From an optimization exercise on the open Yosys and OpenROAD flow, aimed at small area, a short achievable clock period and few clock cycles per item; shortcuts taken in it are not production practice. The RTL was checked by simulation tests, not by an equivalence proof against the original design.

File: flow/run.sh
#!/bin/bash
# synth_recipe.tcl (not shown) runs the flow's synth.tcl, then flattens the netlist and writes it again
# the make line also repeats each setting of config.mk as NAME=value (left out here)
make -C /OpenROAD-flow-scripts/flow DESIGN_CONFIG=/design/flow/config.mk WORK_HOME=/design/flow/orfs CLKGATE_MAP_FILE= SYNTH_SCRIPT=/design/flow/synth_recipe.tcl finish
File: flow/config.mk
export PLATFORM = sky130hd
export DESIGN_NAME = aes_inv_core
export DESIGN_NICKNAME = aes_inv_core
export VERILOG_FILES = /design/flow/design.v
export SDC_FILE = /design/flow/constraint.sdc
export NUM_CORES = 4
export LEC_CHECK = 0
export CAP_MARGIN = 20
export CORE_MARGIN = 2
export CORE_UTILIZATION = 35
export SLEW_MARGIN = 20
File: flow/constraint.sdc
create_clock -name core_clock -period 10.0 [get_ports {sclk}]
set_input_delay 2.0000 -clock core_clock [delete_from_list [all_inputs] [get_ports {sclk}]]
set_output_delay 2.0000 -clock core_clock [all_outputs]
set_load 0.01 [all_outputs]
File: flow/design.v
package aes_pkg;
  typedef logic [127:0] block_t;
  typedef logic [31:0]  word_t;
  typedef enum logic [1:0] {IDLE, KEXP, DEC} fsm_t;
  localparam logic [3:0] ROUND_END  = 4'd11;
  localparam logic [3:0] KEXP_STEPS = 4'd10;
  function automatic logic [7:0] rcon(input logic [3:0] i);
    case (i)
      4'd1: rcon = 8'h01; 4'd2: rcon = 8'h02; 4'd3: rcon = 8'h04; 4'd4: rcon = 8'h08; 4'd5: rcon = 8'h10;
      4'd6: rcon = 8'h20; 4'd7: rcon = 8'h40; 4'd8: rcon = 8'h80; 4'd9: rcon = 8'h1b; 4'd10: rcon = 8'h36;
      default: rcon = 8'h00;
    endcase
  endfunction
  function automatic logic [7:0] inv_mix_coef(input logic [1:0] i);
    case (i)
      2'd0: inv_mix_coef = 8'h0e; 2'd1: inv_mix_coef = 8'h0b; 2'd2: inv_mix_coef = 8'h0d; default: inv_mix_coef = 8'h09;
    endcase
  endfunction
  function automatic logic [3:0] gf16_mul(input logic [3:0] a, input logic [3:0] b);
    logic [6:0] p;
    p = 7'd0;
    for (int i = 0; i < 4; i++)
      if (b[i]) p = p ^ (7'(a) << i);
    if (p[6]) p = p ^ 7'h4c;
    if (p[5]) p = p ^ 7'h26;
    if (p[4]) p = p ^ 7'h13;
    gf16_mul = p[3:0];
  endfunction
  function automatic logic [3:0] gf16_inv(input logic [3:0] a);
    case (a)
      4'h0: gf16_inv = 4'h0;
      4'h1: gf16_inv = 4'h1;
      4'h2: gf16_inv = 4'h9;
      4'h3: gf16_inv = 4'he;
      4'h4: gf16_inv = 4'hd;
      4'h5: gf16_inv = 4'hb;
      4'h6: gf16_inv = 4'h7;
      4'h7: gf16_inv = 4'h6;
      4'h8: gf16_inv = 4'hf;
      4'h9: gf16_inv = 4'h2;
      4'ha: gf16_inv = 4'hc;
      4'hb: gf16_inv = 4'h5;
      4'hc: gf16_inv = 4'ha;
      4'hd: gf16_inv = 4'h4;
      4'he: gf16_inv = 4'h3;
      4'hf: gf16_inv = 4'h8;
      default: gf16_inv = 4'h0;
    endcase
  endfunction
  function automatic logic [7:0] gf256t_inv(input logic [7:0] t);
    logic [3:0] h, l, d, di;
    h  = t[7:4];
    l  = t[3:0];
    d  = gf16_mul(gf16_mul(h, h), 4'd8) ^ gf16_mul(h, l) ^ gf16_mul(l, l);
    di = gf16_inv(d);
    gf256t_inv = {gf16_mul(h, di), gf16_mul(h ^ l, di)};
  endfunction
  function automatic logic [7:0] sbox(input logic [7:0] a);
    logic [7:0] t;
    logic [7:0] u;
    t = {a[5] ^ a[7], a[2] ^ a[3] ^ a[5] ^ a[7], a[1] ^ a[4] ^ a[6] ^ a[7], a[4] ^ a[5] ^ a[6], a[3] ^ a[4], a[2] ^ a[3] ^ a[4] ^ a[5] ^ a[6] ^ a[7], a[2], a[0] ^ a[5] ^ a[7]};
    u = gf256t_inv(t);
    sbox = {u[1] ^ u[2], u[4] ^ u[6] ^ u[7] ^ 1'b1, u[1] ^ u[2] ^ u[3] ^ u[5] ^ u[6] ^ u[7] ^ 1'b1, u[0] ^ u[1] ^ u[3] ^ u[4] ^ u[5], u[0] ^ u[2] ^ u[5], u[0] ^ u[3] ^ u[5] ^ u[6], u[0] ^ u[1] ^ u[2] ^ u[3] ^ u[4] ^ u[5] ^ 1'b1, u[0] ^ u[2] ^ u[6] ^ 1'b1};
  endfunction
  function automatic logic [7:0] inv_sbox(input logic [7:0] a);
    logic [7:0] t;
    logic [7:0] u;
    t = {a[1] ^ a[2] ^ a[6] ^ a[7], a[0] ^ a[4] ^ a[5] ^ a[6] ^ 1'b1, a[3] ^ a[4] ^ a[5] ^ a[6], a[0] ^ a[1] ^ a[2] ^ a[4] ^ a[5] ^ a[6] ^ a[7], a[0] ^ a[1] ^ a[2] ^ a[3] ^ a[5] ^ a[6], a[1] ^ a[4] ^ 1'b1, a[1] ^ a[4] ^ a[7] ^ 1'b1, a[1] ^ a[5] ^ a[6] ^ 1'b1};
    u = gf256t_inv(t);
    inv_sbox = {u[2] ^ u[4] ^ u[6] ^ u[7], u[1] ^ u[2] ^ u[3] ^ u[7], u[2] ^ u[4] ^ u[6], u[1] ^ u[3] ^ u[6] ^ u[7], u[1] ^ u[6] ^ u[7], u[1], u[4] ^ u[5] ^ u[7], u[0] ^ u[7]};
  endfunction
  function automatic logic [7:0] xtime(input logic [7:0] a);
    xtime = {a[6:0], 1'b0} ^ (a[7] ? 8'h1b : 8'h00);
  endfunction
  function automatic logic [7:0] gmul(input logic [7:0] a, input logic [7:0] b);
    logic [7:0] p;
    logic [7:0] x;
    p = 8'h00;
    x = a;
    for (int i = 0; i < 8; i++) begin
      if (b[i]) p = p ^ x;
      x = xtime(x);
    end
    gmul = p;
  endfunction
  function automatic word_t inv_mix_col(input word_t x);
    logic [7:0] a0, a1, a2, a3, u, v, b0, b1, b2, b3, t;
    {a0, a1, a2, a3} = x;
    u  = xtime(xtime(a0 ^ a2));
    v  = xtime(xtime(a1 ^ a3));
    b0 = a0 ^ u;
    b1 = a1 ^ v;
    b2 = a2 ^ u;
    b3 = a3 ^ v;
    t  = b0 ^ b1 ^ b2 ^ b3;
    inv_mix_col = {b0 ^ t ^ xtime(b0 ^ b1), b1 ^ t ^ xtime(b1 ^ b2),
                   b2 ^ t ^ xtime(b2 ^ b3), b3 ^ t ^ xtime(b3 ^ b0)};
  endfunction
  function automatic word_t sub_rot_word(input word_t w);
    sub_rot_word = {sbox(w[23:16]), sbox(w[15:8]), sbox(w[7:0]), sbox(w[31:24])};
  endfunction
endpackage
module aes_inv_keys
(
  input  logic         sclk,
  input  logic         kx,
  input  logic [3:0]   ki,        
  input  logic         ld_key,    
  input  logic         ld_rkc,    
  input  logic         fwd,       
  input  logic         bwd,       
  input  logic         save,      
  input  logic [127:0] key,
  output logic [127:0] rkc,
  output logic [127:0] fk,
  output logic [127:0] kr,
  output logic         same       
);
  logic [127:0] rk;
  logic [31:0]  w0, w1, w2, w3, sin, sub, t0;
  logic [7:0]   rc;
  always_comb begin
    {w0, w1, w2, w3} = rk;
    rc  = aes_pkg::rcon(kx ? ki + 4'd1 : ki);
    sin = kx ? w3 : (w3 ^ w2);
    sub = aes_pkg::sub_rot_word(sin);
    t0  = w0 ^ sub ^ {rc, 24'h000000};
    fk  = {t0, t0 ^ w1, t0 ^ w1 ^ w2, t0 ^ w1 ^ w2 ^ w3};
    kr  = {t0, w0 ^ w1, w1 ^ w2, w2 ^ w3};
  end
  assign same = (key == rk);
  always_ff @(posedge sclk) begin
    if (ld_key)
      rk <= key;
    else if (ld_rkc)
      rk <= rkc;
    else if (fwd)
      rk <= fk;
    else if (bwd)
      rk <= kr;
    if (save)
      rkc <= rk;
  end
endmodule
module aes_inv_core
(
  input  logic         sclk,
  input  logic         srst,
  input  logic         en,
  input  logic [127:0] text,
  input  logic [127:0] key,
  output logic         busy,
  output logic         valid,
  output logic [127:0] val
);
  logic [127:0] st;
  logic         kx;       
  logic [3:0]   ki;       
  logic         cv;       
  logic         same;
  logic         hit;
  logic [127:0] rkc, fk, kr;
  logic [127:0] sr, ark, mix;
  assign hit = cv & same;
  assign val = st;
  aes_inv_keys u_keys (
    .sclk   (sclk),
    .kx     (kx),
    .ki     (ki),
    .ld_key (!busy && en && !hit),
    .ld_rkc (!busy && en && hit),
    .fwd    (busy && kx),
    .bwd    (busy && !kx),
    .save   (busy && !kx && ki == 4'd10),
    .key    (key),
    .rkc    (rkc),
    .fk     (fk),
    .kr     (kr),
    .same   (same)
  );
  always_comb begin
    for (int c = 0; c < 4; c++)
      for (int r = 0; r < 4; r++)
        sr[127 - 8*(r + 4*c) -: 8] = st[127 - 8*(r + 4*((c - r + 4) % 4)) -: 8];
    for (int i = 0; i < 16; i++)
      ark[127 - 8*i -: 8] = aes_pkg::inv_sbox(sr[127 - 8*i -: 8]) ^ kr[127 - 8*i -: 8];
    for (int c = 0; c < 4; c++)
      mix[127 - 32*c -: 32] = aes_pkg::inv_mix_col(ark[127 - 32*c -: 32]);
  end
  always_ff @(posedge sclk) begin
    if (!busy)
      st <= text ^ (hit ? rkc : 128'd0);
    else if (kx) begin
      if (ki == 4'd9)
        st <= st ^ fk;
    end else if (ki == 4'd1)
      st <= ark;
    else
      st <= mix;
  end
  always_ff @(posedge sclk) begin
    if (srst) begin
      busy  <= 1'b0;
      valid <= 1'b0;
      cv    <= 1'b0;
    end else begin
      valid <= 1'b0;
      if (!busy) begin
        if (en) begin
          busy <= 1'b1;
          kx   <= !hit;
          ki   <= hit ? 4'd10 : 4'd0;
          if (!hit)
            cv <= 1'b0;
        end
      end else if (kx) begin
        ki <= ki + 4'd1;
        if (ki == 4'd9)
          kx <= 1'b0;
      end else begin
        ki <= ki - 4'd1;
        if (ki == 4'd1) begin
          busy  <= 1'b0;
          valid <= 1'b1;
          cv    <= 1'b1;
        end
      end
    end
  end
endmodule
==> flow_metrics.py, run 1 <==
metrics = {
    "setup_path": {
        "required_ps": 10370,
        "r2r_start": "st[118]",
        "worst_setup_path_start_kind": "flop",
        "ff2ff_path_depth": 25,
        "cp_common_cell": "xnor2_1",
        "critPathMaxStageDelay_ps": 860,
        "r2r_end": "st[67]",
        "critPathCaptureType": "flop",
        "rrSetupSlack_ps": 290,
        "cp_max_fo": 12,
        "crit_slowest_cell": "mux2i_1",
        "critPathKind": "reg -> reg",
        "cp.arrival_ps": 10080,
        "cp-startpoint": "st[118]",
    },
    "clock_tree": {
        "cts_made_buffers": 51,
        "path_clk_slew_ps": 60,
        "cts_tree": "yes",
        "numClockSinks": 392,
        "root_buffer": "clkbuf_16",
        "htreeDepth": 2,
        "cts_buffer_depth": 3,
        "cts_hold_buf": 0,
        "insertion_delay_ps": 700,
    },
    "detailed_routing": {
        "wl_per_cell_um": 31.0,
        "wirelength_mm": 337,
        "viasPerCell": 5.83,
        "drcViolationCount": 0,
        "firstDrtPassIters": 6,
        "drt-initial-drc-count": 8376,
        "antenna_left": 0,
        "vias": 63539,
    },
    "place": {
        "placed_cells": 10797,
        "gp_routability_congestion": 1.10,
        "dp_hpwl_mm": 273,
        "dpl_cell_area_um2": 77100,
        "dp_slack_ps": 413,
        "numPortBuffers": 388,
    },
    "hold_path": {
        "hp-start": "cv",
        "min_path_type": "reg -> reg",
        "hold_depth": 2,
        "whs_endpoint": "cv",
    },
    "sta": {
        "fin_crit_sh_pct": 97.1,
        "fin_ws_ps": 294,
        "rsz0062_at_grt": "no",
        "relSlewSlack_pct": 8.78,
        "final-hold-violation-count": 0,
        "final_max_slew_viol_count": 0,
        "tightest_slew_ps": 1360,
        "setup-violations-final": 0,
        "totalNegativeSetupSlack_ps": 0,
        "finClkSkew_ps": 48.3,
        "fmaxAchievable_mhz": 103,
        "min_period_ps": 9710,
    },
    "global_route": {
        "antenna_found_initial": 18,
        "grt_start_max_net_pins": 122,
        "first_global_vias": 59164,
        "grt_use_total_pct": 31.9,
        "grt_pass1_wl_mm": 462,
        "grt_overflow": 0,
    },
    "flow_run": {
        "max_cap_violations": 0,
    },
    "floorplan": {
        "start_util_pct": 35.3,
        "core_um2": 198000,
        "die_area_um2": 203000,
        "die_x_um": 450,
        "io_pins": 389,
        "die_h_um": 450,
        "rows": 163,
    },
    "yosys": {
        "synth.avg_cell_area_um2": 8.77,
        "netlist_area_um2": 69700,
        "seq_area_frac_synth_pct": 16.8,
        "yosys_register_bits": 392,
        "synth.distinct_cells": 125,
        "synth-main-ff-cell": "edfxtp_1",
        "async_flop_share_pct": 0,
        "synthesis.nets": 8386,
        "synth_warnings": 2,
        "synth_cells": 7956,
        "synth_edf_count": 389,
    },
    "final_layout": {
        "fill_cells": 19739,
        "area_delta_synth_final_pct": 13.1,
        "final_cell_mix": "1751 x xnor2_1, 690 x xor2_1, 659 x nand2_1",
        "final_cells": 10897,
        "final_common_cell": "xnor2_1",
        "fin_area_um2": 78900,
        "drive_gt1_share_pct": 8.45,
        "fin_nets": 8642,
    },
    "status": {
        "outcome": "complete, no violations",
    },
}
cells in the mapped netlist, types with 31 or more instances:
cell type  count  share of area, %
edfxtp_1     389                17
mux2_2        53              0.86
o22ai_1       95              0.85
and2_1        77              0.69
a21o_1        34              0.37
a21oi_1      302               2.2
xor3_1        38               1.3
buf_2        107              0.77
xnor3_1      219               7.1
ha_1         171               3.1
and3_1        48              0.43
clkbuf_1     267               1.4
nand3_1      129              0.93
a22oi_1       46              0.50
inv_1        238               1.3
mux2i_1      226               3.2
o211ai_1      91              0.98
or3_1         56              0.50
xnor2_1     1767                22
a221oi_1      45              0.57
nand2_1      663               3.6
xor2_1       692               8.7
buf_1         36              0.19
o221ai_1      42              0.53
nor2_1       613               3.3
nor2b_1       45              0.40
o21a_1        64              0.69
xnor2_2       75               1.7
buf_4         31              0.33
nand2b_1     106              0.95
nand4_1       53              0.48
a211oi_1      80              0.86
nor3_1       117              0.84
a31oi_1       72              0.65
o21ai_0      303               2.2
metrics by stage:
step / hold WS (ps) / utilization (%)
2_1_floorplan: 421 / -
3_3_place_gp: 567 / 39.0
3_5_place_dp: 570 / 39.0
4_1_cts: 580 / 39.9
5_1_grt: 589 / 39.9
6_report: 579 / 39.9
sequential cells by signal (all words and copies together), names as in the netlist:
signal,count
st,128
u_keys.rk,128
u_keys.rkc,128
ki,4
busy,1
cv,1
kx,1
valid,1
cell type report:
class,instances,area (µm²),share of cell area (%)
clock buffers,65,1400,1.78
flip-flops and latches,392,11700,14.9
multi-input cells,6857,55200,70.0
diodes,5,12.5,0.0159
repair buffers,656,5980,7.58
clock inverters,28,269,0.341
well taps,2640,3300,4.19
inverters,254,958,1.21
repair_timing:
item / 4_1_cts / 5_1_grt
buffers inserted: 0 / 0
resized for setup: 0 / 2
endpoints found under the setup margin: 0 / 2
routing by layer:
metal | GRT usage, % | wire length [µm] | vias up
met4 | 24.0 | 31400 | 16
met2 | 48.0 | 143000 | 3711
met1 | 38.8 | 126000 | 31043
met5 | 0 | 109 | -
met3 | 8.47 | 36500 | 829
li1 | - | - | 27940
worst max path at each step:
stage          depth (start not counted)  endpoint  slack [ps]
2_1_floorplan                         31   st[116]        2210
3_3_place_gp                          26    st[77]         490
3_5_place_dp                          26    st[77]         410
4_1_cts                               26    st[77]         340
5_1_grt                               26    st[77]          40
6_report                              25    st[67]         290
logic make-up after synthesis:
group,Yosys count,synth area share (%)
xor+xnor,2863,43.4
mux,291,4.42
simple gates,2071,13.9
fa+ha+maj,181,3.21
compound gates,1451,14.0
flops,392,16.8
buf+inv,707,4.28
critical path, delay by kind of cell (launching register included):
kind | cells | cell delay, ps
xor gates and xnor gates | 17 | 6350
DFF | 1 | 720
muxes | 2 | 1080
buffers and inverters | 2 | 370
and+or+nand+nor | 1 | 70
AOI/OAI and AO/OA | 1 | 190
adders and majority gates | 2 | 570
Testbench counts, summed over its fixed seeds: cycles 25,330, items 1,920.
==> inputs of run 2 (changes only) <==
--- a/flow/config.mk
+++ b/flow/config.mk
@@ -8,4 +8,5 @@
 export CAP_MARGIN = 20
 export CORE_MARGIN = 2
 export CORE_UTILIZATION = 35
+export SETUP_SLACK_MARGIN = 3
 export SLEW_MARGIN = 20
==> run 2 against run 1 <==
Effect of this change: via count is 12% higher; die area stayed put; highest routed layer unchanged; still clean on timing, DRC and antenna; maximum frequency is 27% higher.
==> flow_metrics.py, run 2 <==
metrics = {
    "sta": {
        "min_period_ps": 7630,
        "fmaxAchievable_mhz": 131,
        "relSlewSlack_pct": 15.8,
        "rsz0062_at_grt": "yes",
        "fin_crit_sh_pct": 76.3,
        "final_max_slew_viol_count": 0,
        "final-hold-violation-count": 0,
        "finClkSkew_ps": 28.5,
        "totalNegativeSetupSlack_ps": 0,
        "setup-violations-final": 0,
        "tightest_slew_ps": 1250,
    },
    "yosys": {
        "netlist_area_um2": 69700,
        "synth_top_family_by_area": "XOR/XNOR gates",
        "synthXorXnorAreaFrac_pct": 43.4,
        "synth.avg_cell_area_um2": 8.77,
        "synth_cells": 7956,
        "yosys.area_share.adder_pct": 3.21,
        "synth_edf_count": 389,
        "seq_area_frac_synth_pct": 16.8,
        "synth_commonest_cells": "1767 x xnor2_1, 692 x xor2_1, 663 x nand2_1, 613 x nor2_1, 389 x edfxtp_1",
        "synthesis.nets": 8386,
        "async_flop_share_pct": 0,
        "synth-main-ff-cell": "edfxtp_1",
        "synth.area.mux_share_pct": 4.42,
        "synth_area_leader_cell": "xnor2_1",
        "synth.distinct_cells": 125,
        "synth_warnings": 2,
        "yosys_register_bits": 392,
        "ys_top_cells_by_area": "xnor2_1 22%, edfxtp_1 17%, xor2_1 8.7%",
        "yosysMostFrequentCell": "xnor2_1",
        "synth_compound_area_share_pct": 14.0,
        "synthSimpleGateAreaFrac_pct": 13.9,
        "synth_top_area_share_pct": 22.2,
    },
    "setup_path": {
        "cp-startpoint": "kx",
        "required_ps": 10380,
        "crit_slowest_cell": "xnor3_2",
        "cp_top_family": "XOR/XNOR gates",
        "cp.arrival_ps": 8020,
        "cp_common_cell": "xnor3_2",
        "critPathKind": "reg -> reg",
        "critPathCaptureType": "flop",
        "path_buf_inv": 5,
        "worst_setup_path_start_kind": "flop",
        "cp_max_fo": 17,
        "critPathMaxStageDelay_ps": 550,
        "r2r_start": "kx",
    },
    "final_layout": {
        "final_cells": 12091,
        "drive_gt1_share_pct": 34.5,
        "top_regs": "st x128, u_keys.rk x128, u_keys.rkc x128",
        "final_util_pct": 51.9,
        "fin_nets": 9832,
        "area_delta_synth_final_pct": 46.9,
        "final_cell_mix": "1224 x buf_4, 1151 x xnor2_1, 635 x nand2_1",
        "final_common_cell": "buf_4",
        "fin_area_um2": 102000,
    },
    "clock_tree": {
        "htreeDepth": 2,
        "numClockSinks": 392,
        "path_clk_slew_ps": 70,
        "root_buffer": "clkbuf_16",
        "cts_tree": "yes",
        "cts_made_buffers": 51,
        "insertion_delay_ps": 690,
        "cts_buffer_depth": 3,
    },
    "place": {
        "dpl_cell_area_um2": 77300,
        "dp_hpwl_mm": 269,
        "gp_routability_congestion": 1.09,
        "numPortBuffers": 388,
        "placed_cells": 10754,
    },
    "global_route": {
        "grt_overflow": 0,
        "first_global_vias": 64562,
        "grt_pass1_wl_mm": 491,
        "grt_start_max_net_pins": 119,
        "grt_use_total_pct": 33.7,
        "antenna_found_initial": 17,
    },
    "detailed_routing": {
        "viasPerCell": 5.88,
        "wl_per_cell_um": 30.6,
        "drt-initial-drc-count": 9709,
        "drcViolationCount": 0,
        "vias": 71042,
        "antenna_left": 0,
        "wirelength_mm": 370,
        "firstDrtPassIters": 8,
    },
    "floorplan": {
        "die_h_um": 450,
        "rows": 163,
        "die_area_um2": 203000,
        "io_pins": 389,
        "start_util_pct": 35.3,
        "core_um2": 198000,
        "die_x_um": 450,
    },
    "hold_path": {
        "min_path_type": "reg -> reg",
        "hp-start": "cv",
    },
    "flow_run": {
        "max_cap_violations": 0,
    },
    "status": {
        "outcome": "complete, no violations",
    },
}
[run 2: changes by cell type in the layout (fill, tap and decap cells not counted), moves of 125 or more]
cell     delta
buf_4     +964
xnor2_1   -600
xnor2_2   +337
xnor2_4   +264
xor2_1    -204
buf_6     +131
xnor3_1   -125
[run 2: final cells by class]
cell class	instances	area (µm²)
sequential	392	11700
clock buffer	60	1310
clock inverter	33	354
tap	2640	3300
timing repair buffer	1841	16400
multi-input combinational	6862	68300
antenna	9	22.5
inverter	254	1020
fill	17127	95100
[run 2: path summary, 6_finish.rpt]
path	endpoint	slack, ps	cells past startpoint
max	st[116]	2370	28
min	cv	490	2
max reg2reg	st[116]	2370	28
min reg2reg	cv	490	2
[run 2: logic make-up (layout without fill, tap and decap cells)]
| logic type | count (synthesis) | in the layout |
|---|---|---|
| compound gates | 1451 | 1451 |
| fa+ha+maj | 181 | 181 |
| buf+inv | 707 | 2188 |
| xor+xnor | 2863 | 2866 |
| flops | 392 | 392 |
| simple gates | 2071 | 2071 |
| mux | 291 | 293 |
| other cells | 0 | 9 |
[run 2: per-layer routing]
metal / up-vias / part of all wire, % / GRT usage (%)
li1: 30279 / - / -
met1: 34754 / 36 / 41.6
met2: 4737 / 42 / 49.4
met3: 1256 / 12 / 8.44
met4: 16 / 11 / 28.3
met5: - / 0.031 / 0
[run 2: timing repair]
item	4_1_cts	5_1_grt
hold buffers	0	0
pin swaps	447	607
setup buffers	711	514
setup endpoints to repair	190	152
resized for setup	1142	907
gates cloned	8	2
[run 2: worst register-to-register path: cells and delay by family, from the launching register on]
| family | cells | cell delay [ps] |
|---|---|---|
| xor+xnor | 7 | 2580 |
| simple gates | 5 | 1160 |
| fa+ha+maj | 1 | 150 |
| buf+inv | 5 | 800 |
| mux | 3 | 660 |
| flops | 1 | 440 |
| compound gates | 7 | 1520 |
[run 2: metrics by stage]
stage,hold slack (ps),setup WS (ps)
floorplan,421,2850
global placement,463,850
detailed placement,475,865
CTS,483,2460
global route,521,2200
finish,489,2370

separate check: timing with driven ports:
No port has a modelled driver above. Below, the same layouts with a new extraction and two added sets of constraints. Step 1 sets driving cells, clkbuf_16 on the clock port and buf_2 on the other inputs (assumed; they add their load-dependent delay and slew). Step 2 times the ports against the registers' clock, not the clock port: input delays grow and output delays shrink by t, the midpoint of the rising clock arrivals with the driver on. a / b / c = ideal / step 1 / step 2; a / b = the first two.
| run | shift t [ns] | setup WS [ns] | hold WS [ns] | worst slew at a driven data input, ns | pins driven straight from the clock port |
|---|---|---|---|---|---|
| run 1 | 0.755 | 0.294 / 0.294 / 0.294 | 0.579 / 0.579 / 0.579 | 0.11 | 1 |
| run 2 | 0.769 | 2.365 / 2.365 / 2.000 | 0.489 / 0.489 / 0.489 | 0.12 | 1 |
After both steps setup and hold are still met in every run listed. The setup slack of run 2, which loses most, moves by 0.000 ns with the drivers and by -0.365 ns with both steps.
